Context: an optimization exercise on an open-source flow, tuned for small area. The choices shown serve that exercise and are no tape-out recipe. In this exercise RTL edits were held to simulation tests only and were not proved equivalent to the original. No activity file was given, so power comes from the tool's default toggle rates. The clock port is modelled as an ideal driver; clocking choices that lean on that would not hold on a real chip.

### flow/config.mk
export PLATFORM = sky130hd
export DESIGN_NAME = rv_core_shell
export DESIGN_NICKNAME = rv_core_shell
export VERILOG_FILES = /design/flow/design.v
export SDC_FILE = /design/flow/constraint.sdc
export NUM_CORES = 4
export LEC_CHECK = 0
export CAP_MARGIN = 20
export CORE_MARGIN = 2
export CORE_UTILIZATION = 70
export SLEW_MARGIN = 20
export SYNTH_HIERARCHICAL = 1
### flow/constraint.sdc
create_clock -name core_clock -period 6.0 [get_ports {clk_i}]
set_input_delay 1.2000 -clock core_clock [delete_from_list [all_inputs] [get_ports {clk_i}]]
set_output_delay 1.2000 -clock core_clock [all_outputs]
set_load 0.01 [all_outputs]
### flow/design.v
`default_nettype none
package rv_shell_pkg;
  typedef logic [5-1:0] reg_addr_t;
endpackage
`default_nettype wire
`timescale 1ns/1ns
`default_nettype none
module rv_wake_ctrl (
  input  logic clk_i,
  input  logic rst_ni,
  input  logic fetch_enable_i,
  input  logic core_busy_i,
  input  logic debug_req_i,
  input  logic irq_pending_i,
  input  logic irq_nm_i,
  output logic clock_en_o,
  output logic core_sleep_o
);
  logic fetch_enable_q;
  logic core_busy_q;
  logic wake_src;
  always_ff @(posedge clk_i or negedge rst_ni) begin
    if (!rst_ni) begin
      fetch_enable_q <= 1'b0;
    end else if (fetch_enable_i) begin
      fetch_enable_q <= 1'b1;
    end
  end
  always_ff @(posedge clk_i or negedge rst_ni) begin
    if (!rst_ni) begin
      core_busy_q <= 1'b0;
    end else begin
      core_busy_q <= core_busy_i;
    end
  end
  assign wake_src     = core_busy_q | debug_req_i | irq_pending_i | irq_nm_i;
  assign clock_en_o   = fetch_enable_q & wake_src;
  assign core_sleep_o = ~clock_en_o;
endmodule
`default_nettype wire
`timescale 1ns/1ns
`default_nettype none
module rv_regfile_ecc (
  input  logic                    clk_i,
  input  logic                    rst_ni,
  input  logic                    clock_en_i,
  input  logic                    we_i,
  input  rv_shell_pkg::reg_addr_t waddr_i,
  input  logic [32-1:0]     wdata_i,
  input  rv_shell_pkg::reg_addr_t raddr_a_i,
  input  rv_shell_pkg::reg_addr_t raddr_b_i,
  output logic [32-1:0]     rdata_a_o,
  output logic [32-1:0]     rdata_b_o
);
  logic [32-1:1] we_dec;
  logic [32-1:1] valid_q;
  logic [32-1:1] sel_a;
  logic [32-1:1] sel_b;
  logic                    wr_go;
  logic [32-1:0] mem_q [32-1:1];
  assign wr_go = clock_en_i & we_i;
  for (genvar i = 1; i < 32; i++) begin : gen_entry
    assign we_dec[i] = wr_go && (waddr_i == 5'(i));
    always_ff @(posedge clk_i or negedge rst_ni) begin
      if (!rst_ni) begin
        valid_q[i] <= 1'b0;
      end else if (we_dec[i]) begin
        valid_q[i] <= 1'b1;
      end
    end
    always_ff @(posedge clk_i) begin
      if (we_dec[i]) begin
        mem_q[i] <= wdata_i;
      end
    end
    assign sel_a[i] = valid_q[i] && (raddr_a_i == 5'(i));
    assign sel_b[i] = valid_q[i] && (raddr_b_i == 5'(i));
  end
  for (genvar b = 0; b < 32; b++) begin : gen_bit
    logic [32-1:1] col;
    for (genvar i = 1; i < 32; i++) begin : gen_col
      assign col[i] = mem_q[i][b];
    end
    rv_rf_rdbit u_rd_a (.sel_i(sel_a), .d_i(col), .q_o(rdata_a_o[b]));
    rv_rf_rdbit u_rd_b (.sel_i(sel_b), .d_i(col), .q_o(rdata_b_o[b]));
  end
endmodule
`default_nettype wire
module rv_rf_rdbit (
  input  logic [32-1:1] sel_i,
  input  logic [32-1:1] d_i,
  output logic                    q_o
);
  logic [10:0] grp_n;
  logic [2:0]  part;
  for (genvar g = 0; g < 10; g++) begin : gen_grp
    rv_rf_aoi3 u_aoi (
      .s_i (sel_i[3*g+3:3*g+1]),
      .d_i (d_i[3*g+3:3*g+1]),
      .y_o (grp_n[g])
    );
  end
  assign grp_n[10] = ~(sel_i[31] & d_i[31]);
  assign part[0] = ~&grp_n[3:0];
  assign part[1] = ~&grp_n[7:4];
  assign part[2] = ~&grp_n[10:8];
  assign q_o     = |part;
endmodule
module rv_rf_aoi3 (
  input  logic [2:0] s_i,
  input  logic [2:0] d_i,
  output logic       y_o
);
  assign y_o = ~|(s_i & d_i);
endmodule
`default_nettype wire
`timescale 1ns/1ns
`default_nettype none
module rv_rf_check (
  output logic alert_major_o
);
  assign alert_major_o = 1'b0;
endmodule
`default_nettype wire
`timescale 1ns/1ns
`default_nettype none
module rv_core_shell (
  input  logic                    clk_i,
  input  logic                    rst_ni,
  input  logic                    fetch_enable_i,
  input  logic                    core_busy_i,
  input  logic                    debug_req_i,
  input  logic                    irq_pending_i,
  input  logic                    irq_nm_i,
  input  logic                    rf_we_i,
  input  rv_shell_pkg::reg_addr_t rf_waddr_i,
  input  logic [32-1:0]     rf_wdata_i,
  input  rv_shell_pkg::reg_addr_t rf_raddr_a_i,
  input  rv_shell_pkg::reg_addr_t rf_raddr_b_i,
  output logic [32-1:0]     rf_rdata_a_o,
  output logic [32-1:0]     rf_rdata_b_o,
  output logic                    core_sleep_o,
  output logic                    alert_major_o
);
  logic clock_en;
  rv_wake_ctrl u_wake_ctrl (
    .clk_i          (clk_i),
    .rst_ni         (rst_ni),
    .fetch_enable_i (fetch_enable_i),
    .core_busy_i    (core_busy_i),
    .debug_req_i    (debug_req_i),
    .irq_pending_i  (irq_pending_i),
    .irq_nm_i       (irq_nm_i),
    .clock_en_o     (clock_en),
    .core_sleep_o   (core_sleep_o)
  );
  rv_regfile_ecc u_regfile (
    .clk_i      (clk_i),
    .rst_ni     (rst_ni),
    .clock_en_i (clock_en),
    .we_i       (rf_we_i),
    .waddr_i    (rf_waddr_i),
    .wdata_i    (rf_wdata_i),
    .raddr_a_i  (rf_raddr_a_i),
    .raddr_b_i  (rf_raddr_b_i),
    .rdata_a_o  (rf_rdata_a_o),
    .rdata_b_o  (rf_rdata_b_o)
  );
  rv_rf_check u_rf_check (
    .alert_major_o (alert_major_o)
  );
endmodule
`default_nettype wire
### flow/run.sh
#!/bin/bash
# synth_recipe.tcl (not shown) runs the flow's synth.tcl, then flattens the netlist and writes it again
# the make line also repeats each setting of config.mk as NAME=value (left out here)
make -C /OpenROAD-flow-scripts/flow DESIGN_CONFIG=/design/flow/config.mk WORK_HOME=/design/flow/orfs CLKGATE_MAP_FILE= SYNTH_SCRIPT=/design/flow/synth_recipe.tcl finish
==> impl_metrics.env, run 1 <==
export IMPL_crit_reg2reg_capture="u_regfile.mem_q[13][0]"
export IMPL_grtUsageTotal_pct=52.9
export IMPL_maxCapViolCount=1
export IMPL_min_delay_start="u_wake_ctrl.fetch_enable_q"
export IMPL_grt_max_degree=34
export IMPL_wire_per_inst_um=48.0
export IMPL_slowest_delay_ns=0.69
export IMPL_finClkSkew_ns=0.0163
export IMPL_synth_mux_area_share_pct=0
export IMPL_hold_viol_final=0
export IMPL_end_kind="output port"
export IMPL_hold_path_class="reg -> reg"
export IMPL_grt_first_pass_wirelength_um=218000
export IMPL_mostFrequentLayoutCell="edfxtp_1"
export IMPL_hold_depth=1
export IMPL_power_leakage_nw=15.5
export IMPL_synthesis_area_um2=40100
export IMPL_fill_cells=2672
export IMPL_antenna_found_initial=8
export IMPL_period_share_pct=102
export IMPL_crit_fanout=15
export IMPL_violatedChecks="max-capacitance violations, max-slew violations, negative setup slack"
export IMPL_syn_inst=2120
export IMPL_dieArea_um2=59200
export IMPL_max_vdd_ir_drop_mv=0.446
export IMPL_cp_num_buf_inv=2
export IMPL_path_delay_family="simple AND/OR/NAND/NOR gates"
export IMPL_cts_num_sinks=1025
export IMPL_ys_warn_count=9
export IMPL_nNetsFinal=2514
export IMPL_drtAntennaViolNets=0
export IMPL_finalNonFillerCells=3299
export IMPL_synth_compound_area_share_pct=18.5
export IMPL_yosys_area_share_simple_pct=4.87
export IMPL_status="complete, but fails checks"
export IMPL_die_w_um=243
export IMPL_tightest_slew_ns=1.50
export IMPL_ys_top_cells_by_area="edfxtp_1 74%, a222oi_1 16%, dfrtp_1 2.1%"
export IMPL_avgSynthCellArea_um2=18.9
export IMPL_crit_slowest_cell="and3_1"
export IMPL_port_buffers=119
export IMPL_io_pins=121
export IMPL_fin_hold_ws_ns=0.504
export IMPL_htree_levels=3
export IMPL_postSynthRegisterBits=1025
export IMPL_core_area_um2=56500
export IMPL_initial_utilization_pct=71.0
export IMPL_reg2reg_from="u_wake_ctrl.fetch_enable_q"
export IMPL_drtIter0Drc=10476
export IMPL_seqCellArea_um2=30600
export IMPL_hpwlAfterDp_um=84800
export IMPL_area_delta_synth_final_pct=17.9
export IMPL_clk_pin_slew_ns=0.07
export IMPL_vias=31794
export IMPL_dieHeight_um=243
export IMPL_clk_path_buf_depth=3
export IMPL_std_cell_rows=87
export IMPL_syn_nets=2175
export IMPL_yosysTopAreaCell="edfxtp_1"
export IMPL_fin_crit_ns=6.09
export IMPL_grt_pass1_vias=31540
export IMPL_power_density_nw_per_um2=333
export IMPL_cts_root_buf="clkbuf_16"
export IMPL_ys_types=34
export IMPL_critPathMostFrequentCell="clkdlybuf4s50_1"
export IMPL_routabilityCongestion=0.990
export IMPL_crit_chain="clkdlybuf4s50_1 > and3b_1 > and3_1 > a222oi_1 > nand4_1 > a2111o_1 > clkdlybuf4s50_1"
export IMPL_crit_arrival_ns=4.89
export IMPL_cts_tree="built"
export IMPL_r2r_slack_ns=2.82
export IMPL_drv_slew=15
export IMPL_clock_latency_ns=0.68
export IMPL_synth_fa_ha_area_share_pct=0
export IMPL_whs_endpoint="u_wake_ctrl.fetch_enable_q"
export IMPL_drc=0
export IMPL_synth_xor_area_share_pct=0
export IMPL_setup_worst_path_start_class="input port"
export IMPL_setup_violations=3
export IMPL_path_class="in -> out"
export IMPL_synth_top_family_by_area="compound AO/OA/AOI/OAI gates"
export IMPL_critPathRequiredTime_ns=4.80
export IMPL_numCtsBuffers=96
export IMPL_vias_per_cell=9.64
export IMPL_reg2reg_depth=5
export IMPL_fmaxAchievable_mhz=164
export IMPL_wirelength_um=158000
export IMPL_rsz0062_at_grt="false"
export IMPL_total_power_w=0.0157
export IMPL_ys_seq_area_share_pct=76.4
export IMPL_setup_slack_ns=-0.0938
export IMPL_slew_headroom_pct=-0.210
export IMPL_grt_overflow=0
export IMPL_multi_input_area_um2=9660
export IMPL_drive_above_1_share_pct=15.3
export IMPL_dr_pass1_iters=15
export IMPL_place_inst=3116
export IMPL_final_cell_mix="992 x edfxtp_1, 640 x a222oi_1, 129 x nand4_1"
export IMPL_synth_top_area_share_pct=74.3
## worst register-to-register path: stages (launching register included)
cell and delay [ns]:
dfrtp_1 0.36, o41a_1 0.21, nand3b_1 0.46, buf_8 0.35, nor2_4 0.93, buf_4 0.51
## through the flow
step                setup TNS, ns  util [%]  setup slack [ns]  cell area [µm²]
finish                     -0.177      83.7           -0.0938            47300
global route                    0      83.7            0.0943            47300
CTS                             0      83.7             0.280            47300
detailed placement              0      77.5             0.290            43800
global placement                0      77.5             0.344            43800
floorplan                       0         -             0.686            40100
## synthesized netlist by cell type
| cell | n |
|---|---|
| edfxtp_1 | 992 |
| a222oi_1 | 640 |
| nand4_1 | 129 |
| and3_1 | 66 |
| nand2_1 | 66 |
| a2111o_1 | 64 |
| dfrtp_1 | 33 |
| nor2_1 | 30 |
| o21bai_1 | 16 |
| nor2b_1 | 8 |
| o21bai_2 | 8 |
| buf_2 | 7 |
| and3b_1 | 6 |
| nor3b_1 | 6 |
| and2_1 | 4 |
| clkbuf_1 | 4 |
| inv_1 | 4 |
| nand4b_1 | 4 |
| nor3_1 | 4 |
| nor4_1 | 4 |
| or4b_4 | 4 |
| nand4bb_1 | 3 |
| o41ai_1 | 3 |
| a41o_1 | 2 |
| buf_6 | 2 |
| nand2b_1 | 2 |
| o31ai_1 | 2 |
| a31o_2 | 1 |
| buf_4 | 1 |
| conb_1 | 1 |
| nand3_1 | 1 |
| nand3b_1 | 1 |
| o41a_1 | 1 |
| or2_2 | 1 |
## cell type report
class / count / area share [%]
Clock inverter: 73 / 2.24
Tap cell: 756 / 2.00
Timing Repair Buffer: 255 / 5.35
Antenna cell: 4 / 0.0212
Sequential cell: 1025 / 64.8
Clock buffer: 105 / 5.15
Multi-Input combinational cell: 1077 / 20.4
Inverter: 4 / 0.0318
## worst max path at each step
stage                               start                      to  slack [ns]  cells after the start
after global routing      rf_raddr_a_i[4]         rf_rdata_a_o[1]        0.09                      7
after CTS                 rf_raddr_b_i[1]        rf_rdata_b_o[29]        0.28                     10
final                     rf_raddr_a_i[4]         rf_rdata_a_o[1]       -0.09                      7
after global placement    rf_raddr_b_i[2]        rf_rdata_b_o[20]        0.34                      8
after detailed placement  rf_raddr_a_i[4]         rf_rdata_a_o[1]        0.29                      7
after floorplan               debug_req_i  u_regfile.mem_q[12][0]        0.69                      4
## repair_timing
| item | 4_1_cts | 5_1_grt |
|---|---|---|
| hold buffers | 0 | 0 |
| buffers inserted | 0 | 0 |
| resized for setup | 0 | 1 |
| setup endpoints to repair | 0 | 1 |
## Yosys stat by module (local to each module, per instance), excerpt
module          flip-flops and latches  times used  cells inside  cell area, µm²
rv_regfile_ecc                    1023           1          1217           31800
rv_rf_aoi3                           0         640             1            10.0
rv_rf_check                          0           1             2            11.3
rv_rf_rdbit                          0          64             4            27.5
rv_wake_ctrl                         2           1             5            76.3
## cells by family after synthesis
family / after synthesis
AO/OA/AOI/OAI: 737
buffers and inverters: 18
flip-flops: 1025
other: 1
AND/OR/NAND/NOR: 339
## routing by layer
layer | vias up | wire length [µm] | global-route usage [%] | share of wire, %
met5 | - | 35 | 0 | 0.022
met4 | 6 | 16000 | 39.5 | 10
met3 | 1264 | 32300 | 25.6 | 20
met2 | 4313 | 65300 | 74.2 | 41
met1 | 14872 | 44800 | 63.7 | 28
li1 | 11339 | - | - | -
## power breakdown
part / switching (W) / internal [W]
Sequential: 0.0000805 / 0.00794
Clock: 0.00275 / 0.00399
Combinational: 0.000600 / 0.000359
## registers in the layout, summed over array words and instances, names as in the netlist
register	count
u_wake_ctrl.core_busy_q	1
u_regfile.valid_q	31
u_regfile.mem_q	992
u_wake_ctrl.fetch_enable_q	1
==> run 2, diff against run 1 <==
--- a/flow/config.mk
+++ b/flow/config.mk
@@ -9,3 +9,3 @@
 export CORE_MARGIN = 2
-export CORE_UTILIZATION = 70
+export CORE_UTILIZATION = 55
 export SLEW_MARGIN = 20
==> run 2 against run 1 <==
Compared with the run above: now clean on timing, DRC and antenna; sequential cell count did not move; clock skew rose by 0.0094 ns; largest power group unchanged; area after synthesis did not move; combinational power rose by 3.8%.
==> impl_metrics.env, run 2 <==
export IMPL_synthTopCellsByCount="992 x edfxtp_1, 640 x a222oi_1, 129 x nand4_1"
export IMPL_status="no timing/DRC/antenna violations"
export IMPL_holdBufCountCts=0
export IMPL_clk_path_buf_depth=3
export IMPL_mostFrequentLayoutCell="edfxtp_1"
export IMPL_setup_worst_path_start_class="input port"
export IMPL_syn_nets=2175
export IMPL_avgSynthCellArea_um2=18.9
export IMPL_slew_headroom_pct=16.7
export IMPL_die_w_um=274
export IMPL_place_inst=3287
export IMPL_hold_viol_final=0
export IMPL_hold_depth=1
export IMPL_area_delta_synth_final_pct=17.9
export IMPL_htree_levels=3
export IMPL_wirelength_um=152000
export IMPL_fmaxAchievable_mhz=171
export IMPL_reg2reg_depth=5
export IMPL_end_kind="output port"
export IMPL_finalNonFillerCells=3478
export IMPL_max_vdd_ir_drop_mv=0.268
export IMPL_path_class="in -> out"
export IMPL_cts_tree="built"
export IMPL_top_regs="u_regfile.mem_q x992, u_regfile.valid_q x31"
export IMPL_io_pins=121
export IMPL_ys_seq_area_share_pct=76.4
export IMPL_rsz0062_at_grt="false"
export IMPL_ys_warn_count=9
export IMPL_power_leakage_nw=15.3
export IMPL_synthesis_area_um2=40100
export IMPL_ys_top_cells_by_area="edfxtp_1 74%, a222oi_1 16%, dfrtp_1 2.1%"
export IMPL_fin_tns_setup_ns=0
export IMPL_wire_per_inst_um=43.7
export IMPL_yosysTopAreaCell="edfxtp_1"
export IMPL_drv_slew=0
export IMPL_vias=29540
export IMPL_pwr_share_seq_pct=51.4
export IMPL_dieHeight_um=274
export IMPL_switchingPower_w=0.00339
export IMPL_crit_reg2reg_capture="u_regfile.mem_q[23][29]"
export IMPL_busiest_layer="met2"
export IMPL_setup_slack_ns=0.146
export IMPL_synth_top_flop_cell="edfxtp_1"
export IMPL_internal_power_w=0.0122
export IMPL_met2_usage_pct=59.9
export IMPL_worstSetupEndpoint="rf_rdata_b_o[31]"
export IMPL_reg2reg_from="u_wake_ctrl.fetch_enable_q"
export IMPL_drtIter0Drc=8209
export IMPL_tightest_slew_ns=1.25
export IMPL_numCtsBuffers=103
export IMPL_power_density_nw_per_um2=329
export IMPL_maxCapViolCount=0
export IMPL_routabilityCongestion=0.926
export IMPL_clock_latency_ns=0.67
export IMPL_synth_most_common_cell="edfxtp_1"
export IMPL_drc=0
export IMPL_postCtsSetupRepairBufs=0
export IMPL_r2r_slack_ns=2.95
export IMPL_port_buffers=119
export IMPL_grt_first_pass_wirelength_um=209000
export IMPL_nNetsFinal=2497
export IMPL_grtUsageTotal_pct=39.9
export IMPL_grt_pass1_vias=28767
export IMPL_hpwlAfterDp_um=85100
export IMPL_synthArstFlopShare_pct=3.22
export IMPL_cts_root_buf="clkbuf_16"
export IMPL_synth_edf_count=992
export IMPL_std_cell_rows=98
export IMPL_core_area_um2=71900
export IMPL_syn_inst=2120
export IMPL_fin_crit_ns=5.85
export IMPL_sw_frac_of_total_pct=21.8
export IMPL_post_place_ws_ns=0.236
export IMPL_critPathRequiredTime_ns=4.80
export IMPL_crit_fanout=32
export IMPL_regMostFlops="u_regfile.mem_q"
export IMPL_grt_max_degree=34
export IMPL_antenna_found_initial=4
export IMPL_ys_types=34
export IMPL_period_share_pct=97.6
export IMPL_startpoint="rf_raddr_b_i[3]"
export IMPL_largest_register_ffs=992
export IMPL_vias_per_cell=8.49
export IMPL_grtUsageMet3_pct=10.7
export IMPL_cts_num_sinks=1025
export IMPL_p_comb_share_pct=6.4
export IMPL_dieArea_um2=75100
export IMPL_pwr_share_clk_pct=42.2
export IMPL_dr_pass1_iters=14
export IMPL_postSynthRegisterBits=1025
export IMPL_drive_above_1_share_pct=14.7
export IMPL_post_cts_resized=0
export IMPL_setup_violations=0
export IMPL_crit_arrival_ns=4.65
export IMPL_final_cell_mix="992 x edfxtp_1, 640 x a222oi_1, 129 x nand4_1"
export IMPL_synth_top_area_share_pct=74.3
export IMPL_clk_pin_slew_ns=0.07
export IMPL_hold_path_class="reg -> reg"
export IMPL_drtAntennaViolNets=0
export IMPL_total_power_w=0.0156
export IMPL_finClkSkew_ns=0.0257
export IMPL_initial_utilization_pct=55.8
export IMPL_grt_overflow=0
export IMPL_use_met1_pct=54.6
## run 2: modules after synthesis, one instance, submodules excluded, excerpt
module	copies in the design	cell area, µm²	flops+latches	cells inside
rv_regfile_ecc	1	31800	1023	1217
rv_rf_aoi3	640	10.0	0	1
rv_rf_check	1	11.3	0	2
rv_rf_rdbit	64	27.5	0	4
rv_wake_ctrl	1	76.3	2	5
## run 2: layout make-up
| cell class | instances | area (µm²) |
|---|---|---|
| sequential | 1025 | 30600 |
| fill | 4962 | 24600 |
| tap | 950 | 1190 |
| multi-input combinational | 1077 | 9640 |
| timing repair buffer | 231 | 2370 |
| clock inverter | 70 | 758 |
| antenna | 5 | 12.5 |
| clock buffer | 116 | 2670 |
| inverter | 4 | 15.0 |
## run 2: power by group through the flow
stage | clock [W] | combinational [W] | sequential (W)
2_1_floorplan | 0 | 0.000363 | 0.00812
3_3_place_gp | 0 | 0.000952 | 0.00815
4_1_cts | 0.00659 | 0.000970 | 0.00800
3_5_place_dp | 0 | 0.000965 | 0.00815
5_1_grt | 0.00684 | 0.00101 | 0.00800
6_report | 0.00656 | 0.000995 | 0.00800
## run 2: kinds of logic (layout without fill, tap and decap cells)
logic type / Yosys count / after routing / share of synthesized area, %
compound gates: 737 / 737 / 18.5
buf+inv: 18 / 421 / 0.237
flops: 1025 / 1025 / 76.4
other cells: 1 / 6 / 0.00936
simple gates: 339 / 339 / 4.87
## run 2: layer usage
| layer | wire length [µm] | vias to the layer above |
|---|---|---|
| met4 | 7740 | 2 |
| met5 | 41 | - |
| met3 | 23700 | 496 |
| met1 | 53100 | 14870 |
| met2 | 67300 | 2855 |
| li1 | - | 11317 |
## run 2: worst min path at each step
stage | from | endpoint
after floorplan | u_regfile.valid_q[12] | u_regfile.valid_q[12]
after global placement | u_regfile.valid_q[21] | u_regfile.valid_q[21]
after detailed placement | u_regfile.valid_q[8] | u_regfile.valid_q[8]
after CTS | u_regfile.valid_q[21] | u_regfile.valid_q[21]
after global routing | u_regfile.valid_q[29] | u_regfile.valid_q[29]
final | u_regfile.valid_q[21] | u_regfile.valid_q[21]
## run 2: worst max-delay path, cell delays in order
cell             delay (ns)
clkdlybuf4s50_1        0.61
and3b_1                0.27
and3_2                 0.57
a222oi_1               0.71
nand4_1                0.33
a2111o_1               0.43
clkdlybuf4s50_1        0.48
## run 2: per-stage QoR
stage                     util, %  cell area, µm²  hold WS, ns
final                        65.8           47300        0.492
after global routing         65.8           47300        0.510
after CTS                    65.9           47400        0.493
after detailed placement     61.2           44000        0.474
after global placement       61.2           43900        0.466
after floorplan                 -           40100        0.436
==> run 3, diff against run 2 <==
--- a/flow/config.mk
+++ b/flow/config.mk
@@ -9,3 +9,4 @@
 export CORE_MARGIN = 2
-export CORE_UTILIZATION = 55
+export CORE_UTILIZATION = 50
+export CTS_BUF_LIST = sky130_fd_sc_hd__clkbuf_4 sky130_fd_sc_hd__clkbuf_8
 export SLEW_MARGIN = 20
==> run 3 against run 2 <==
Compared with the run above: still clean on timing, DRC and antenna; utilization shrank 5.9 points; wire length grew 2.1%; first-iteration DRC count shrank 2.2%; maximum frequency shrank 1.8%; largest cell class unchanged.
==> impl_metrics.env, run 3 <==
export IMPL_vias=29971
export IMPL_final_cell_mix="992 x edfxtp_1, 640 x a222oi_1, 173 x clkbuf_8"
export IMPL_ys_top_cells_by_area="edfxtp_1 74%, a222oi_1 16%, dfrtp_1 2.1%"
export IMPL_crit_chain="clkdlybuf4s50_1 > nor2b_1 > and3_2 > a222oi_1 > nand4_1 > a2111o_1 > clkdlybuf4s50_1"
export IMPL_cts_tree="built"
export IMPL_wire_per_inst_um=41.8
export IMPL_drtAntennaViolNets=0
export IMPL_slowest_delay_ns=1.08
export IMPL_setup_violations=0
export IMPL_routabilityCongestion=1.03
export IMPL_drive_above_1_share_pct=19.3
export IMPL_postSynthRegisterBits=1025
export IMPL_r2r_slack_ns=3.35
export IMPL_critPathRequiredTime_ns=4.80
export IMPL_nNetsFinal=2580
export IMPL_dieArea_um2=82400
export IMPL_tightest_slew_ns=1.17
export IMPL_post_place_ws_ns=0.223
export IMPL_port_buffers=119
export IMPL_largest_register_ffs=992
export IMPL_fin_crit_ns=5.96
export IMPL_p_comb_share_pct=6.5
export IMPL_synthArstFlopShare_pct=3.22
export IMPL_reg2reg_from="u_wake_ctrl.fetch_enable_q"
export IMPL_crit_reg2reg_capture="u_regfile.mem_q[8][23]"
export IMPL_syn_nets=2175
export IMPL_startpoint="rf_raddr_b_i[2]"
export IMPL_ys_types=34
export IMPL_crit_fanout=30
export IMPL_synth_top_flop_cell="edfxtp_1"
export IMPL_drtIter0Drc=8026
export IMPL_multi_input_area_um2=9650
export IMPL_synth_top_area_share_pct=74.3
export IMPL_crit_slowest_cell="and3_2"
export IMPL_max_vdd_ir_drop_mv=0.212
export IMPL_clk_path_buf_depth=3
export IMPL_reg2reg_depth=5
export IMPL_grt_max_degree=34
export IMPL_mostFrequentLayoutCell="edfxtp_1"
export IMPL_holdBufCountCts=0
export IMPL_power_leakage_nw=15.5
export IMPL_seqCellArea_um2=30600
export IMPL_numCtsBuffers=167
export IMPL_status="no timing/DRC/antenna violations"
export IMPL_synth_edf_count=992
export IMPL_hpwlAfterDp_um=88300
export IMPL_pwr_share_clk_pct=40.5
export IMPL_core_area_um2=79100
export IMPL_worstSetupEndpoint="rf_rdata_b_o[11]"
export IMPL_finClkSkew_ns=0.0619
export IMPL_yosys_area_share_simple_pct=4.87
export IMPL_ys_seq_area_share_pct=76.4
export IMPL_pwr_share_seq_pct=53.0
export IMPL_drc=0
export IMPL_grt_first_pass_wirelength_um=213000
export IMPL_dieHeight_um=287
export IMPL_synth_top_family_by_area="compound AO/OA/AOI/OAI gates"
export IMPL_power_density_nw_per_um2=319
export IMPL_hold_path_class="reg -> reg"
export IMPL_synth_mux_area_share_pct=0
export IMPL_yosysTopAreaCell="edfxtp_1"
export IMPL_syn_inst=2120
export IMPL_internal_power_w=0.0116
export IMPL_cts_root_buf="clkbuf_8"
export IMPL_wirelength_um=155000
export IMPL_rsz0062_at_grt="false"
export IMPL_antenna_found_initial=7
export IMPL_ys_warn_count=9
export IMPL_grt_pass1_vias=29389
export IMPL_clock_latency_ns=0.86
export IMPL_top_regs="u_regfile.mem_q x992, u_regfile.valid_q x31"
export IMPL_path_class="in -> out"
export IMPL_fill_cells=5937
export IMPL_slew_headroom_pct=21.9
export IMPL_fin_tns_setup_ns=0
export IMPL_hold_viol_final=0
export IMPL_setup_slack_ns=0.0413
export IMPL_synth_most_common_cell="edfxtp_1"
export IMPL_vias_per_cell=8.07
export IMPL_initial_utilization_pct=50.7
export IMPL_crit_arrival_ns=4.76
export IMPL_grtUsageTotal_pct=36.9
export IMPL_synth_xor_area_share_pct=0
export IMPL_regMostFlops="u_regfile.mem_q"
export IMPL_io_pins=121
export IMPL_synthTopCellsByCount="992 x edfxtp_1, 640 x a222oi_1, 129 x nand4_1"
export IMPL_fmaxAchievable_mhz=168
export IMPL_synthesis_area_um2=40100
export IMPL_area_delta_synth_final_pct=18.3
export IMPL_drv_slew=0
export IMPL_period_share_pct=99.3
export IMPL_end_kind="output port"
export IMPL_critPathMostFrequentCell="clkdlybuf4s50_1"
export IMPL_switchingPower_w=0.00353
export IMPL_setup_worst_path_start_class="input port"
export IMPL_maxCapViolCount=0
export IMPL_die_w_um=287
export IMPL_grt_overflow=0
export IMPL_dr_pass1_iters=13
export IMPL_clk_pin_slew_ns=0.06
export IMPL_synth_compound_area_share_pct=18.5
export IMPL_htree_levels=4
export IMPL_cts_num_sinks=1025
export IMPL_avgSynthCellArea_um2=18.9
export IMPL_synth_fa_ha_area_share_pct=0
export IMPL_std_cell_rows=103
export IMPL_sw_frac_of_total_pct=23.4
run 3: cell counts after synthesis:
Identical to the previous run, type by type.
run 3: final cells by class:
cell class | count | share of cell area (%)
Sequential cell | 1025 | 64.6
Clock buffer | 231 | 5.94
Multi-Input combinational cell | 1077 | 20.4
Timing Repair Buffer | 250 | 5.20
Inverter | 4 | 0.0317
Antenna cell | 4 | 0.0211
Tap cell | 1050 | 2.77
Clock inverter | 71 | 1.11
run 3: what timing repair did:
| item | CTS | global route |
|---|---|---|
| resized for setup | 0 | 1 |
| setup endpoints to repair | 0 | 1 |
| setup buffers | 0 | 0 |
run 3: critical path, delay by kind of cell:
family / cells / cell delay [ns]
buffers and inverters: 2 / 1.14
AO/OA/AOI/OAI: 2 / 0.44
AND/OR/NAND/NOR: 3 / 1.97
run 3: how the worst min path moves through the flow:
stage	from	to	slack [ns]	cells after the start
2_1_floorplan	u_regfile.valid_q[12]	u_regfile.valid_q[12]	0.44	2
6_report	u_regfile.valid_q[29]	u_regfile.valid_q[29]	0.50	1
5_1_grt	u_regfile.valid_q[14]	u_regfile.valid_q[14]	0.51	1
3_5_place_dp	u_regfile.valid_q[29]	u_regfile.valid_q[29]	0.47	1
4_1_cts	u_regfile.valid_q[14]	u_regfile.valid_q[14]	0.49	1
3_3_place_gp	u_regfile.valid_q[2]	u_regfile.valid_q[2]	0.46	1
run 3: power groups by stage:
| stage | logic [W] | clock network (W) | registers, W |
|---|---|---|---|
| after floorplan | 0.000363 | 0 | 0.00812 |
| after global placement | 0.000945 | 0 | 0.00815 |
| after detailed placement | 0.000953 | 0 | 0.00815 |
| after CTS | 0.000956 | 0.00617 | 0.00800 |
| after global routing | 0.00100 | 0.00650 | 0.00800 |
| final | 0.000985 | 0.00613 | 0.00800 |
run 3: kinds of logic after synthesis:
logic type	after synthesis
DFF	1025
AOI/OAI and AO/OA	737
and+or+nand+nor	339
buffers and inverters	18
other	1
run 3: routing by layer:
layer,GRT usage [%],share of wire [%],up-vias
met4,18.6,5.2,8
met3,12.0,17,533
met5,0,0.034,-
li1,-,-,11507
met1,50.1,35,14894
met2,53.8,43,3029
run 3: per-stage QoR:
step | util, % | hold slack [ns] | power, W | instance area, µm² | cells
finish | 59.9 | 0.496 | 0.0151 | 47400 | 3712
CTS | 60.1 | 0.488 | 0.0151 | 47500 | 3708
floorplan | - | 0.436 | 0.00849 | 40100 | 2120
detailed placement | 55.8 | 0.474 | 0.00910 | 44200 | 3406
global placement | 55.9 | 0.464 | 0.00909 | 44200 | 3406
global route | 59.9 | 0.510 | 0.0155 | 47400 | 3709
run 3: per-module statistics from Yosys (local to each module, per instance), excerpt:
module          cells  copies in the design  cell area [µm²]
rv_regfile_ecc   1217                     1            31800
rv_rf_aoi3          1                   640             10.0
rv_rf_check         2                     1             11.3
rv_rf_rdbit         4                    64             27.5
rv_wake_ctrl        5                     1             76.3
==> run 4, diff against run 3 <==
==> flow/flow/run.sh (new file) <==
#!/bin/bash
# Standard ORFS layout with two changes: the port buffers are plain
# buf_1 cells (the resizer may still upsize them), and clock tree synthesis
# uses small clock buffers and inserts no dummy loads.
set -euo pipefail
bash standard.sh \
  "BUFFER_PORTS_ARGS=-buffer_cell sky130_fd_sc_hd__buf_1" \
  "CTS_ARGS=-sink_clustering_enable -repair_clock_nets -dont_use_dummy_load -buf_list {sky130_fd_sc_hd__clkbuf_4 sky130_fd_sc_hd__clkbuf_8}" \
  finish > standard_flow.log 2>&1
==> flow/standard.sh (new file) <==
#!/bin/bash
# synth_recipe.tcl (not shown) runs the flow's synth.tcl, then flattens the netlist and writes it again
# the make line also repeats each setting of config.mk as NAME=value (left out here)
make -C /OpenROAD-flow-scripts/flow DESIGN_CONFIG=/design/flow/config.mk WORK_HOME=/design/flow/orfs CLKGATE_MAP_FILE= SYNTH_SCRIPT=/design/flow/synth_recipe.tcl "${@:-finish}"
--- a/flow/config.mk
+++ b/flow/config.mk
@@ -10,3 +10,2 @@
 export CORE_UTILIZATION = 50
-export CTS_BUF_LIST = sky130_fd_sc_hd__clkbuf_4 sky130_fd_sc_hd__clkbuf_8
 export SLEW_MARGIN = 20
removed: flow/run.sh
==> run 4 against run 3 <==
Compared with the run above: critical path type unchanged; final area shrank 4.7%; total power shrank 9.4%; highest routed layer unchanged; clock skew increased by 0.015 ns; still clean on timing, DRC and antenna; cell count fell by 4.2%; via count decreased by 1.5%; critical path depth is the same.
==> impl_metrics.env, run 4 <==
export IMPL_status="no timing/DRC/antenna violations"
export IMPL_setup_slack_ns=0.624
export IMPL_grt_max_degree=34
export IMPL_setup_worst_path_start_class="input port"
export IMPL_cts_num_sinks=1025
export IMPL_hold_path_class="reg -> reg"
export IMPL_mostFrequentLayoutCell="edfxtp_1"
export IMPL_cts_root_buf="clkbuf_8"
export IMPL_avgSynthCellArea_um2=18.9
export IMPL_area_delta_synth_final_pct=12.7
export IMPL_ys_seq_area_share_pct=76.4
export IMPL_reg2reg_depth=5
export IMPL_finClkSkew_ns=0.0766
export IMPL_drc=0
export IMPL_io_pins=121
export IMPL_syn_inst=2120
export IMPL_drv_slew=0
export IMPL_max_vdd_ir_drop_mv=0.161
export IMPL_fin_hold_ws_ns=0.475
export IMPL_grtUsageTotal_pct=36.3
export IMPL_cts_tree="built"
export IMPL_clock_latency_ns=0.82
export IMPL_std_cell_rows=103
export IMPL_critPathRequiredTime_ns=4.80
export IMPL_initial_utilization_pct=50.7
export IMPL_setup_violations=0
export IMPL_antenna_found_initial=9
export IMPL_crit_arrival_ns=4.18
export IMPL_period_share_pct=89.6
export IMPL_fin_tns_setup_ns=0
export IMPL_crit_fanout=28
export IMPL_hpwlAfterDp_um=86700
export IMPL_place_inst=3385
export IMPL_worstSetupEndpoint="rf_rdata_b_o[30]"
export IMPL_synth_xor_area_share_pct=0
export IMPL_clk_pin_slew_ns=0.05
export IMPL_top_regs="u_regfile.mem_q x992, u_regfile.valid_q x31"
export IMPL_drtAntennaViolNets=0
export IMPL_synthesis_area_um2=40100
export IMPL_crit_reg2reg_capture="u_regfile.mem_q[25][9]"
export IMPL_tightest_slew_ns=1.28
export IMPL_finalNonFillerCells=3557
export IMPL_yosysTopAreaCell="edfxtp_1"
export IMPL_fmaxAchievable_mhz=186
export IMPL_maxCapViolCount=0
export IMPL_post_place_ws_ns=0.776
export IMPL_drtIter0Drc=8680
export IMPL_grt_overflow=0
export IMPL_end_kind="output port"
export IMPL_nNetsFinal=2554
export IMPL_startpoint="rf_raddr_b_i[0]"
export IMPL_ys_types=34
export IMPL_synth_top_family_by_area="compound AO/OA/AOI/OAI gates"
export IMPL_post_cts_resized=0
export IMPL_path_class="in -> out"
export IMPL_regMostFlops="u_regfile.mem_q"
export IMPL_power_leakage_nw=14.4
export IMPL_grt_pass1_vias=28664
export IMPL_synthArstFlopShare_pct=3.22
export IMPL_rsz0062_at_grt="false"
export IMPL_dieArea_um2=82400
export IMPL_final_cell_mix="992 x edfxtp_1, 640 x a222oi_1, 162 x clkbuf_8"
export IMPL_power_density_nw_per_um2=303
export IMPL_synth_fa_ha_area_share_pct=0
export IMPL_synth_top_area_share_pct=74.3
export IMPL_port_buffers=119
export IMPL_core_area_um2=79100
export IMPL_hold_viol_final=0
export IMPL_syn_nets=2175
export IMPL_synth_mux_area_share_pct=0
export IMPL_holdBufCountCts=0
export IMPL_synthTopCellsByCount="992 x edfxtp_1, 640 x a222oi_1, 129 x nand4_1"
export IMPL_synth_top_flop_cell="edfxtp_1"
export IMPL_r2r_slack_ns=2.72
export IMPL_total_power_w=0.0137
export IMPL_largest_register_ffs=992
export IMPL_postSynthRegisterBits=1025
export IMPL_postCtsSetupRepairBufs=0
export IMPL_ys_warn_count=9
export IMPL_ys_top_cells_by_area="edfxtp_1 74%, a222oi_1 16%, dfrtp_1 2.1%"
export IMPL_fin_crit_ns=5.38
export IMPL_htree_levels=4
export IMPL_synth_most_common_cell="edfxtp_1"
export IMPL_synth_edf_count=992
export IMPL_die_w_um=287
export IMPL_vias_per_cell=8.30
export IMPL_reg2reg_from="u_wake_ctrl.fetch_enable_q"
export IMPL_dr_pass1_iters=13
export IMPL_wire_per_inst_um=42.6
export IMPL_synth_compound_area_share_pct=18.5
export IMPL_vias=29520
export IMPL_grt_first_pass_wirelength_um=211000
export IMPL_numCtsBuffers=162
export IMPL_yosys_area_share_simple_pct=4.87
export IMPL_routabilityCongestion=0.956
export IMPL_clk_path_buf_depth=3
export IMPL_dieHeight_um=287
export IMPL_slew_headroom_pct=14.7
export IMPL_wirelength_um=152000
export IMPL_drive_above_1_share_pct=15.0
-- run 4: cell counts after synthesis --
Identical to the previous run, type by type.
-- run 4: cell families (layout without fill, tap and decap cells) --
kind of cell,after synthesis,in the layout
AOI/OAI and AO/OA,737,737
buffers and inverters,18,395
DFF,1025,1025
other,1,11
and+or+nand+nor,339,339
-- run 4: worst min-delay path by stage --
stage / from / end / slack (ns) / cells past startpoint
floorplan: u_regfile.valid_q[12] / u_regfile.valid_q[12] / 0.44 / 2
global placement: u_regfile.valid_q[17] / u_regfile.valid_q[17] / 0.46 / 2
detailed placement: u_regfile.valid_q[14] / u_regfile.valid_q[14] / 0.46 / 1
CTS: u_regfile.valid_q[14] / u_regfile.valid_q[14] / 0.48 / 1
global route: u_regfile.valid_q[14] / u_regfile.valid_q[14] / 0.49 / 1
finish: u_regfile.valid_q[14] / u_regfile.valid_q[14] / 0.47 / 1
-- run 4: power by group --
group,internal [W],total [W],switching [W]
logic,0.000245,0.000882,0.000637
clock network,0.00237,0.00481,0.00244
registers,0.00795,0.00800,0.0000544
total,0.0106,0.0137,0.00313
-- run 4: metrics by stage --
stage / cell area [µm²] / utilization [%]
floorplan: 40100 / -
global placement: 42900 / 54.2
detailed placement: 42900 / 54.2
CTS: 45200 / 57.1
global route: 45200 / 57.1
finish: 45200 / 57.1
-- run 4: routing by layer --
metal	part of all wire [%]	track usage, %
met3	16	12.0
met2	45	54.8
met4	4.1	13.4
met5	0.034	0
met1	35	49.4
-- run 4: area by class of cell --
| class | count | area (µm²) |
|---|---|---|
| Fill cell | 6049 | 33900 |
| Sequential cell | 1025 | 30600 |
| Multi-Input combinational cell | 1077 | 9660 |
| Clock buffer | 162 | 2230 |
| Timing Repair Buffer | 229 | 1320 |
| Tap cell | 1050 | 1310 |
| Antenna cell | 10 | 25.0 |
| Inverter | 4 | 15.0 |
-- run 4: modules after synthesis (local to each module, per instance), excerpt --
module	flip-flops and latches	area, µm²
rv_regfile_ecc	1023	31800
rv_wake_ctrl	2	76.3
rv_rf_rdbit	0	27.5
rv_rf_check	0	11.3
rv_rf_aoi3	0	10.0
-- run 4: worst max-delay path, stage by stage --
cell,delay [ns]
buf_1,0.22
nor3b_1,0.63
and3_2,1.06
a222oi_1,0.28
nand4_1,0.40
a2111o_1,0.17
buf_1,0.18
==> run 5, diff against run 4 <==
==> flow/flow/run.sh (replaced) <==
#!/bin/bash
# Standard ORFS layout with two changes: the port buffers are plain
# buf_1 cells (the resizer may still upsize them), and clock tree synthesis
# clusters more registers per leaf buffer, uses one clock buffer type and
# inserts no dummy loads.
set -euo pipefail
bash standard.sh \
  "BUFFER_PORTS_ARGS=-buffer_cell sky130_fd_sc_hd__buf_1" \
  "CTS_ARGS=-sink_clustering_enable -sink_clustering_size 30 -sink_clustering_max_diameter 100 -repair_clock_nets -dont_use_dummy_load -buf_list {sky130_fd_sc_hd__clkbuf_16}" \
  finish > standard_flow.log 2>&1
--- a/flow/config.mk
+++ b/flow/config.mk
@@ -7,6 +7,6 @@
 export LEC_CHECK = 0
-export CAP_MARGIN = 20
+export CAP_MARGIN = 10
 export CORE_MARGIN = 2
 export CORE_UTILIZATION = 50
-export SLEW_MARGIN = 20
+export SLEW_MARGIN = 10
 export SYNTH_HIERARCHICAL = 1
==> run 5 against run 4 <==
Compared with the run above: still clean on timing, DRC and antenna; sequential cell count stayed put; non-clock buffer count stayed put; critical path depth stayed put; first-iteration DRC count is 5.4% lower; clock power is 32% lower; clock-buffer cell count is 122 lower; combinational power hardly changed; worst setup slack worse by 0.040 ns; cell count is 3.6% lower; critical path type unchanged.
==> impl_metrics.env, run 5 <==
export IMPL_synthesis_area_um2=40100
export IMPL_dieArea_um2=82400
export IMPL_crit_fanout=28
export IMPL_status="no timing/DRC/antenna violations"
export IMPL_tightest_slew_ns=1.28
export IMPL_power_leakage_nw=13.7
export IMPL_top_regs="u_regfile.mem_q x992, u_regfile.valid_q x31"
export IMPL_slowest_delay_ns=1.08
export IMPL_yosysTopAreaCell="edfxtp_1"
export IMPL_rsz0062_at_grt="false"
export IMPL_end_kind="output port"
export IMPL_die_w_um=287
export IMPL_setup_worst_path_start_class="input port"
export IMPL_maxCapViolCount=0
export IMPL_drive_above_1_share_pct=10.5
export IMPL_grt_first_pass_wirelength_um=207000
export IMPL_drv_slew=0
export IMPL_power_density_nw_per_um2=277
export IMPL_routabilityCongestion=0.956
export IMPL_grt_pass1_vias=27827
export IMPL_worstSetupPathDepth=7
export IMPL_critPathMostFrequentCell="buf_1"
export IMPL_syn_nets=2175
export IMPL_drtAntennaViolNets=0
export IMPL_setup_violations=0
export IMPL_path_delay_family="simple AND/OR/NAND/NOR gates"
export IMPL_grt_max_degree=34
export IMPL_core_area_um2=79100
export IMPL_synth_top_area_share_pct=74.3
export IMPL_max_vdd_ir_drop_mv=0.201
export IMPL_final_cell_mix="992 x edfxtp_1, 640 x a222oi_1, 129 x nand4_1"
export IMPL_holdBufCountCts=0
export IMPL_drc=0
export IMPL_crit_chain="buf_1 > nor3b_1 > and3_2 > a222oi_1 > nand4_1 > a2111o_1 > buf_1"
export IMPL_hold_depth=1
export IMPL_grtUsageTotal_pct=35.6
export IMPL_ys_types=34
export IMPL_hpwlAfterDp_um=86400
export IMPL_wire_per_inst_um=43.7
export IMPL_synth_edf_count=992
export IMPL_synth_most_common_cell="edfxtp_1"
export IMPL_clk_path_buf_depth=3
export IMPL_finClkSkew_ns=0.0303
export IMPL_numCtsBuffers=40
export IMPL_dieHeight_um=287
export IMPL_io_pins=121
export IMPL_vias_per_cell=8.47
export IMPL_nNetsFinal=2432
export IMPL_cts_tree="built"
export IMPL_fin_crit_ns=5.42
export IMPL_hold_viol_final=0
export IMPL_cts_root_buf="clkbuf_16"
export IMPL_path_class="in -> out"
export IMPL_fill_cells=6163
export IMPL_wirelength_um=150000
export IMPL_largest_register_ffs=992
export IMPL_regMostFlops="u_regfile.mem_q"
export IMPL_critPathRequiredTime_ns=4.80
export IMPL_slew_headroom_pct=14.3
export IMPL_synth_top_flop_cell="edfxtp_1"
export IMPL_std_cell_rows=103
export IMPL_crit_slowest_cell="and3_2"
export IMPL_fin_tns_setup_ns=0
export IMPL_htree_levels=2
export IMPL_mostFrequentLayoutCell="edfxtp_1"
export IMPL_initial_utilization_pct=50.7
export IMPL_grt_overflow=0
export IMPL_reg2reg_depth=5
export IMPL_area_delta_synth_final_pct=9.59
export IMPL_port_buffers=119
export IMPL_clock_latency_ns=0.62
export IMPL_cp_num_buf_inv=2
export IMPL_postCtsSetupRepairBufs=0
export IMPL_ys_top_cells_by_area="edfxtp_1 74%, a222oi_1 16%, dfrtp_1 2.1%"
export IMPL_synthArstFlopShare_pct=3.22
export IMPL_avgSynthCellArea_um2=18.9
export IMPL_clk_pin_slew_ns=0.12
export IMPL_dr_pass1_iters=13
export IMPL_syn_inst=2120
export IMPL_drtIter0Drc=8215
export IMPL_post_cts_resized=0
export IMPL_hold_path_class="reg -> reg"
export IMPL_fmaxAchievable_mhz=185
export IMPL_ys_warn_count=9
export IMPL_total_power_w=0.0122
export IMPL_ys_seq_area_share_pct=76.4
export IMPL_postSynthRegisterBits=1025
export IMPL_vias=29028
export IMPL_synthTopCellsByCount="992 x edfxtp_1, 640 x a222oi_1, 129 x nand4_1"
export IMPL_cts_num_sinks=1025
export IMPL_antenna_found_initial=6
export IMPL_crit_arrival_ns=4.22
export IMPL_period_share_pct=90.3
run 5: final cells by class:
class	count	area, µm²	area share [%]
multi-input cells	1077	9660	22.0
flip-flops and latches	1025	30600	69.7
diodes	4	10.0	0.0228
well taps	1050	1310	2.99
repair buffers	229	1310	2.98
clock buffers	40	1000	2.28
inverters	4	15.0	0.0342
run 5: kinds of logic after synthesis:
logic type      synth area share [%]
other cells                  0.00936
compound gates                  18.5
simple gates                    4.87
flops                           76.4
buf+inv                        0.237
run 5: modules after synthesis (local to each module, per instance), excerpt:
module          flip-flops and latches  cells  cell area (µm²)  times used
rv_rf_rdbit                          0      4             27.5          64
rv_rf_aoi3                           0      1             10.0         640
rv_regfile_ecc                    1023   1217            31800           1
rv_wake_ctrl                         2      5             76.3           1
rv_rf_check                          0      2             11.3           1
run 5: report_power, final:
part           switching (W)  leakage [nW]  internal, W
registers          0.0000547          9.30      0.00793
clock network        0.00208         0.493      0.00121
logic               0.000636          3.95     0.000245
total                0.00277          13.7      0.00939
run 5: final timing paths:
kind / slack (ns) / from / end
min in group asynchronous: 0.69 / rst_ni / u_wake_ctrl.core_busy_q
max: 0.58 / rf_raddr_b_i[0] / rf_rdata_b_o[12]
max in group asynchronous: 4.73 / rst_ni / u_regfile.valid_q[21]
min: 0.50 / u_regfile.valid_q[14] / u_regfile.valid_q[14]
min reg2reg: 0.50 / u_regfile.valid_q[14] / u_regfile.valid_q[14]
max reg2reg: 2.68 / u_wake_ctrl.fetch_enable_q / u_regfile.mem_q[28][3]
run 5: per-stage QoR:
stage	cells	instance area (µm²)	util, %	setup WS, ns	hold WS, ns
global route	3425	43900	55.5	0.546	0.507
floorplan	2120	40100	-	0.686	0.436
finish	3429	43900	55.5	0.584	0.498
detailed placement	3385	42900	54.2	0.763	0.471
CTS	3425	43900	55.5	0.755	0.495
global placement	3384	42900	54.2	0.718	0.463
run 5: metal layers:
layer	track usage, %	vias up	part of all wire (%)
met5	0	-	0.037
met1	48.9	14735	36
li1	-	11064	-
met4	11.8	8	4.1
met2	54.9	2805	45
met3	10.2	416	16
==> run 6, diff against run 5 <==
--- a/flow/flow/run.sh
+++ b/flow/flow/run.sh
@@ -8,3 +8,3 @@
   "BUFFER_PORTS_ARGS=-buffer_cell sky130_fd_sc_hd__buf_1" \
-  "CTS_ARGS=-sink_clustering_enable -sink_clustering_size 30 -sink_clustering_max_diameter 100 -repair_clock_nets -dont_use_dummy_load -buf_list {sky130_fd_sc_hd__clkbuf_16}" \
+  "CTS_ARGS=-sink_clustering_enable -sink_clustering_size 16 -sink_clustering_max_diameter 100 -repair_clock_nets -dont_use_dummy_load -buf_list {sky130_fd_sc_hd__clkbuf_8}" \
   finish > standard_flow.log 2>&1
==> run 6 against run 5 <==
Compared with the run above: final area barely moved; cell count rose by 0.93%; die area did not move; worst hold slack got worse by 0.0068 ns; combinational power barely moved; sequential cell count did not move; clock power barely moved; via count rose by 0.43%; clock-buffer cell count rose by 34; sequential share of layout area barely moved; critical endpoint is now rf_rdata_b_o[30]; largest cell class unchanged.
==> impl_metrics.env, run 6 <==
export IMPL_drive_above_1_share_pct=11.8
export IMPL_synth_top_area_share_pct=74.3
export IMPL_hpwlAfterDp_um=86400
export IMPL_syn_inst=2120
export IMPL_drtAntennaViolNets=0
export IMPL_wire_per_inst_um=43.5
export IMPL_post_dp_cell_area_um2=42900
export IMPL_postCtsSetupRepairBufs=0
export IMPL_drc=0
export IMPL_synthTopCellsByCount="992 x edfxtp_1, 640 x a222oi_1, 129 x nand4_1"
export IMPL_slew_headroom_pct=15.7
export IMPL_io_pins=121
export IMPL_period_share_pct=91.1
export IMPL_dr_pass1_iters=10
export IMPL_power_leakage_nw=13.8
export IMPL_grt_first_pass_wirelength_um=208000
export IMPL_grt_overflow=0
export IMPL_post_cts_resized=0
export IMPL_clk_pin_slew_ns=0.10
export IMPL_setup_worst_path_start_class="input port"
export IMPL_ys_types=34
export IMPL_area_delta_synth_final_pct=9.62
export IMPL_core_area_um2=79100
export IMPL_status="no timing/DRC/antenna violations"
export IMPL_vias_per_cell=8.42
export IMPL_ys_top_cells_by_area="edfxtp_1 74%, a222oi_1 16%, dfrtp_1 2.1%"
export IMPL_fill_cells=6179
export IMPL_port_buffers=119
export IMPL_setup_violations=0
export IMPL_top_regs="u_regfile.mem_q x992, u_regfile.valid_q x31"
export IMPL_total_power_w=0.0121
export IMPL_critPathRequiredTime_ns=4.80
export IMPL_place_inst=3385
export IMPL_dieArea_um2=82400
export IMPL_synth_edf_count=992
export IMPL_drtIter0Drc=8483
export IMPL_fin_crit_ns=5.47
export IMPL_numCtsBuffers=74
export IMPL_grtUsageTotal_pct=35.8
export IMPL_std_cell_rows=103
export IMPL_clk_path_buf_depth=3
export IMPL_avgSynthCellArea_um2=18.9
export IMPL_rsz0062_at_grt="false"
export IMPL_crit_arrival_ns=4.27
export IMPL_die_w_um=287
export IMPL_synth_most_common_cell="edfxtp_1"
export IMPL_largest_register_ffs=992
export IMPL_finClkSkew_ns=0.0411
export IMPL_max_vdd_ir_drop_mv=0.164
export IMPL_ys_seq_area_share_pct=76.4
export IMPL_synth_top_flop_cell="edfxtp_1"
export IMPL_tightest_slew_ns=1.26
export IMPL_crit_fanout=28
export IMPL_wirelength_um=150000
export IMPL_power_density_nw_per_um2=276
export IMPL_cts_num_sinks=1025
export IMPL_antenna_found_initial=6
export IMPL_postSynthRegisterBits=1025
export IMPL_routabilityCongestion=0.956
export IMPL_yosysTopAreaCell="edfxtp_1"
export IMPL_fin_hold_ws_ns=0.491
export IMPL_finalNonFillerCells=3461
export IMPL_path_class="in -> out"
export IMPL_syn_nets=2175
export IMPL_clock_latency_ns=0.73
export IMPL_ys_warn_count=9
export IMPL_cts_tree="built"
export IMPL_drv_slew=0
export IMPL_hold_viol_final=0
export IMPL_final_cell_mix="992 x edfxtp_1, 640 x a222oi_1, 129 x nand4_1"
export IMPL_cts_root_buf="clkbuf_8"
export IMPL_synthArstFlopShare_pct=3.22
export IMPL_htree_levels=3
export IMPL_nNetsFinal=2466
export IMPL_fmaxAchievable_mhz=183
export IMPL_dieHeight_um=287
export IMPL_grt_pass1_vias=28016
export IMPL_synthesis_area_um2=40100
export IMPL_holdBufCountCts=0
export IMPL_grt_max_degree=34
export IMPL_regMostFlops="u_regfile.mem_q"
export IMPL_end_kind="output port"
export IMPL_vias=29153
export IMPL_hold_path_class="reg -> reg"
export IMPL_fin_tns_setup_ns=0
export IMPL_maxCapViolCount=0
export IMPL_initial_utilization_pct=50.7
export IMPL_fin_area_um2=43900
export IMPL_mostFrequentLayoutCell="edfxtp_1"
-- run 6: cell counts after synthesis --
Identical to the previous run, type by type.
-- run 6: kinds of logic (layout without fill, tap and decap cells) --
logic type             count (synthesis)  count (layout)  share of synthesized area [%]
AOI/OAI and AO/OA                    737             737                           18.5
buffers and inverters                 18             307                          0.237
DFF                                 1025            1025                           76.4
other                                  1               3                        0.00936
and+or+nand+nor                      339             339                           4.87
-- run 6: final cells by class --
type                            count  area (µm²)  area share [%]
Antenna cell                        2        5.00          0.0114
Clock buffer                       74        1020            2.32
Inverter                            4        15.0          0.0342
Multi-Input combinational cell   1077        9660            22.0
Sequential cell                  1025       30600            69.7
Tap cell                         1050        1310            2.99
Timing Repair Buffer              229        1310            2.98
-- run 6: metal layers --
metal / vias up / wire (µm) / track usage (%)
met5: - / 40 / 0
met4: 6 / 6200 / 12.3
met2: 2791 / 66900 / 54.7
met3: 442 / 24300 / 11.4
met1: 14803 / 53000 / 48.7
li1: 11111 / - / -
-- run 6: per-module statistics from Yosys, one instance, submodules excluded, a selection --
module	times used	flip-flops and latches	cell area, µm²	cells inside
rv_rf_aoi3	640	0	10.0	1
rv_regfile_ecc	1	1023	31800	1217
rv_rf_check	1	0	11.3	2
rv_wake_ctrl	1	2	76.3	5
rv_rf_rdbit	64	0	27.5	4
-- run 6: worst paths after layout --
path | start | end | slack [ns] | depth (start not counted)
worst max-delay path | rf_raddr_b_i[0] | rf_rdata_b_o[30] | 0.53 | 7
worst min-delay path | u_regfile.valid_q[14] | u_regfile.valid_q[14] | 0.49 | 1
worst max register to register | u_wake_ctrl.fetch_enable_q | u_regfile.mem_q[25][14] | 2.68 | 5
worst min register to register | u_regfile.valid_q[14] | u_regfile.valid_q[14] | 0.49 | 1
max in group asynchronous | rst_ni | u_regfile.valid_q[31] | 4.76 | 1
min in group asynchronous | rst_ni | u_regfile.valid_q[11] | 0.62 | 1
-- run 6: per-stage QoR --
step / setup WS [ns] / utilization (%)
detailed placement: 0.763 / 54.2
floorplan: 0.686 / -
CTS: 0.755 / 55.5
global route: 0.547 / 55.5
finish: 0.535 / 55.5
global placement: 0.718 / 54.2
-- run 6: critical path, cell delays in order --
cell and delay (ns):
buf_1 0.24, nor3b_1 0.68, and3_2 1.07, a222oi_1 0.27, nand4_1 0.44, a2111o_1 0.18, buf_1 0.17
-- run 6: report_power, final --
part	switching, W	internal, W
sequential	0.0000553	0.00793
combinational	0.000634	0.000245
clock	0.00215	0.00111
==> run 7, diff against run 6 <==
--- a/flow/config.mk
+++ b/flow/config.mk
@@ -9,3 +9,3 @@
 export CORE_MARGIN = 2
-export CORE_UTILIZATION = 50
+export CORE_UTILIZATION = 60
 export SLEW_MARGIN = 10
==> run 7 against run 6 <==
Compared with the run above: die area decreased by 16%; wire length decreased by 7.7%; highest routed layer unchanged; utilization increased by 11 points; area after synthesis unchanged; largest power group unchanged; largest cell class unchanged.
==> impl_metrics.env, run 7 <==
export IMPL_status="no timing/DRC/antenna violations"
export IMPL_synth_most_common_cell="edfxtp_1"
export IMPL_yosysTopAreaCell="edfxtp_1"
export IMPL_std_cell_rows=94
export IMPL_finClkSkew_ns=0.0629
export IMPL_crit_chain="buf_1 > nor3b_1 > and3_2 > a222oi_1 > nand4_1 > a2111o_1 > buf_1"
export IMPL_largest_register_ffs=992
export IMPL_reg2reg_from="u_wake_ctrl.fetch_enable_q"
export IMPL_postCtsSetupRepairBufs=0
export IMPL_synth_edf_count=992
export IMPL_fin_hold_ws_ns=0.492
export IMPL_dieArea_um2=68900
export IMPL_ys_top_cells_by_area="edfxtp_1 74%, a222oi_1 16%, dfrtp_1 2.1%"
export IMPL_ys_seq_area_share_pct=76.4
export IMPL_seqCellArea_um2=30600
export IMPL_pwr_share_seq_pct=66.1
export IMPL_drtIter0Drc=8603
export IMPL_hpwlAfterDp_um=80800
export IMPL_avgSynthCellArea_um2=18.9
export IMPL_power_density_nw_per_um2=276
export IMPL_numCtsBuffers=74
export IMPL_reg2reg_depth=4
export IMPL_post_cts_resized=0
export IMPL_grt_max_degree=34
export IMPL_grt_overflow=0
export IMPL_initial_utilization_pct=60.8
export IMPL_power_leakage_nw=13.8
export IMPL_grt_first_pass_wirelength_um=194000
export IMPL_port_buffers=119
export IMPL_crit_fanout=32
export IMPL_path_class="in -> out"
export IMPL_sw_frac_of_total_pct=23.1
export IMPL_internal_power_w=0.00929
export IMPL_cp_num_buf_inv=2
export IMPL_regMostFlops="u_regfile.mem_q"
export IMPL_multi_input_area_um2=9630
export IMPL_mostFrequentLayoutCell="edfxtp_1"
export IMPL_rsz0062_at_grt="false"
export IMPL_die_w_um=262
export IMPL_dieHeight_um=262
export IMPL_p_comb_share_pct=7.3
export IMPL_drtAntennaViolNets=0
export IMPL_wirelength_um=139000
export IMPL_fmaxAchievable_mhz=183
export IMPL_syn_inst=2120
export IMPL_vias=28873
export IMPL_pwr_share_clk_pct=26.6
export IMPL_fill_cells=4515
export IMPL_nNetsFinal=2470
export IMPL_whs_endpoint="u_regfile.valid_q[27]"
export IMPL_critPathRequiredTime_ns=4.80
export IMPL_wire_per_inst_um=42.3
export IMPL_grt_pass1_vias=27470
export IMPL_synth_top_flop_cell="edfxtp_1"
export IMPL_min_delay_start="u_regfile.valid_q[27]"
export IMPL_hold_depth=1
export IMPL_cts_num_sinks=1025
export IMPL_fin_tns_setup_ns=0
export IMPL_final_cell_mix="992 x edfxtp_1, 640 x a222oi_1, 129 x nand4_1"
export IMPL_switchingPower_w=0.00280
export IMPL_clk_pin_slew_ns=0.09
export IMPL_core_area_um2=66000
export IMPL_slew_headroom_pct=11.4
export IMPL_routabilityCongestion=1.02
export IMPL_htree_levels=3
export IMPL_path_delay_family="simple AND/OR/NAND/NOR gates"
export IMPL_slowest_delay_ns=0.98
export IMPL_vias_per_cell=8.81
export IMPL_critPathMostFrequentCell="buf_1"
export IMPL_dr_pass1_iters=14
export IMPL_fin_area_um2=43700
export IMPL_period_share_pct=90.8
export IMPL_setup_violations=0
export IMPL_clock_latency_ns=0.67
export IMPL_clk_path_buf_depth=3
export IMPL_fin_crit_ns=5.45
export IMPL_r2r_slack_ns=3.09
export IMPL_synth_top_area_share_pct=74.3
export IMPL_hold_path_class="reg -> reg"
export IMPL_hold_viol_final=0
export IMPL_cts_root_buf="clkbuf_8"
export IMPL_crit_arrival_ns=4.25
export IMPL_cts_tree="built"
export IMPL_area_delta_synth_final_pct=9.08
export IMPL_maxCapViolCount=0
export IMPL_drive_above_1_share_pct=11.1
export IMPL_holdBufCountCts=0
export IMPL_antenna_found_initial=5
export IMPL_synthTopCellsByCount="992 x edfxtp_1, 640 x a222oi_1, 129 x nand4_1"
export IMPL_ys_types=34
export IMPL_synthesis_area_um2=40100
export IMPL_post_dp_cell_area_um2=42700
export IMPL_drv_slew=0
export IMPL_end_kind="output port"
export IMPL_crit_slowest_cell="and3_2"
export IMPL_max_vdd_ir_drop_mv=0.234
export IMPL_tightest_slew_ns=1.33
export IMPL_ys_warn_count=9
export IMPL_drc=0
export IMPL_top_regs="u_regfile.mem_q x992, u_regfile.valid_q x31"
export IMPL_setup_worst_path_start_class="input port"
export IMPL_crit_reg2reg_capture="u_regfile.mem_q[3][19]"
export IMPL_syn_nets=2175
export IMPL_grtUsageTotal_pct=39.2
export IMPL_postSynthRegisterBits=1025
export IMPL_io_pins=121
export IMPL_synthArstFlopShare_pct=3.22
[run 7: cell counts after synthesis]
Identical to the previous run, type by type.
[run 7: worst max path at each step]
stage,start,to,slack (ns),cells past startpoint
finish,rf_raddr_b_i[0],rf_rdata_b_o[14],0.55,7
global route,rf_raddr_b_i[0],rf_rdata_b_o[29],0.60,7
CTS,rf_raddr_b_i[0],rf_rdata_b_o[3],0.79,7
detailed placement,rf_raddr_b_i[0],rf_rdata_b_o[3],0.78,7
global placement,rf_raddr_b_i[0],rf_rdata_b_o[14],0.76,7
floorplan,debug_req_i,u_regfile.mem_q[12][0],0.69,4
[run 7: metrics by stage]
| step | setup WS, ns | total power, W | util, % | instances |
|---|---|---|---|---|
| after global routing | 0.596 | 0.0124 | 66.3 | 3278 |
| after floorplan | 0.686 | 0.00849 | - | 2120 |
| after CTS | 0.789 | 0.0120 | 66.3 | 3277 |
| after global placement | 0.763 | 0.00896 | 64.7 | 3203 |
| after detailed placement | 0.783 | 0.00898 | 64.7 | 3203 |
| final | 0.550 | 0.0121 | 66.3 | 3279 |
[run 7: layout make-up]
cell class | instances | area share [%]
Antenna cell | 2 | 0.0114
Inverter | 4 | 0.0343
Sequential cell | 1025 | 70.0
Clock buffer | 74 | 2.33
Timing Repair Buffer | 233 | 3.12
Tap cell | 864 | 2.47
Multi-Input combinational cell | 1077 | 22.0
[run 7: logic make-up (layout without fill, tap and decap cells)]
kind of cell / after synthesis / after routing / synth area share, %
flip-flops: 1025 / 1025 / 76.4
AO/OA/AOI/OAI: 737 / 737 / 18.5
AND/OR/NAND/NOR: 339 / 339 / 4.87
buffers and inverters: 18 / 311 / 0.237
other: 1 / 3 / 0.00936
[run 7: power groups by stage]
stage	combinational (W)	clock [W]	sequential, W
after global routing	0.000896	0.00347	0.00799
after detailed placement	0.000837	0	0.00814
after floorplan	0.000363	0	0.00812
after CTS	0.000839	0.00322	0.00798
after global placement	0.000824	0	0.00814
final	0.000878	0.00322	0.00798
[run 7: layer usage]
metal / GRT usage, % / up-vias / wire [µm]
met2: 57.9 / 2962 / 60600
met4: 15.0 / 8 / 5920
met3: 11.5 / 441 / 23700
li1: - / 11116 / -
met5: 0 / - / 47
met1: 55.9 / 14346 / 48500
[run 7: per-module statistics from Yosys (local to each module, per instance), excerpt]
module          area, µm²  cells
rv_regfile_ecc      31800   1217
rv_wake_ctrl         76.3      5
rv_rf_rdbit          27.5      4
rv_rf_check          11.3      2
rv_rf_aoi3           10.0      1

-- static timing again, ports no longer ideal --
The results above use ideal ports. As a check the final layouts listed here were re-extracted and re-timed, cells and wires unchanged.
Step 1 (the two cells are an assumption about what drives the block):
set clk [get_ports {clk_i}]
set_driving_cell -lib_cell sky130_fd_sc_hd__clkbuf_16 $clk
set_driving_cell -lib_cell sky130_fd_sc_hd__buf_2 [delete_from_list [all_inputs] $clk]
Step 2 also shifts input and output timing later by t, the mid clock arrival at the registers, as if the neighbouring blocks saw the same clock.
Three values: ideal, step 1, step 2; two values: the first two.
run	t (ns)	setup WS [ns]	worst setup path at the end	latest minus earliest clock arrival (ns)	pins driven straight from the clock port
run 1	0.733	-0.094 / -0.140 / -0.140	input to output	0.017 / 0.018	1
run 2	0.730	0.146 / 0.119 / 0.119	input to output	0.028 / 0.027	1
run 3	0.895	0.041 / 0.009 / 0.009	input to output	0.068 / 0.068	1
run 4	0.838	0.624 / 0.596 / 0.596	input to output	0.086 / 0.086	1
run 5	0.691	0.584 / 0.558 / 0.558	input to output	0.057 / 0.057	1
run 6	0.756	0.535 / 0.509 / 0.509	input to output	0.072 / 0.073	1
run 7	0.724	0.550 / 0.519 / 0.519	input to output	0.108 / 0.108	1
The setup slack of run 1, which loses most, moves by -0.046 ns with the drivers and by -0.046 ns with both steps.
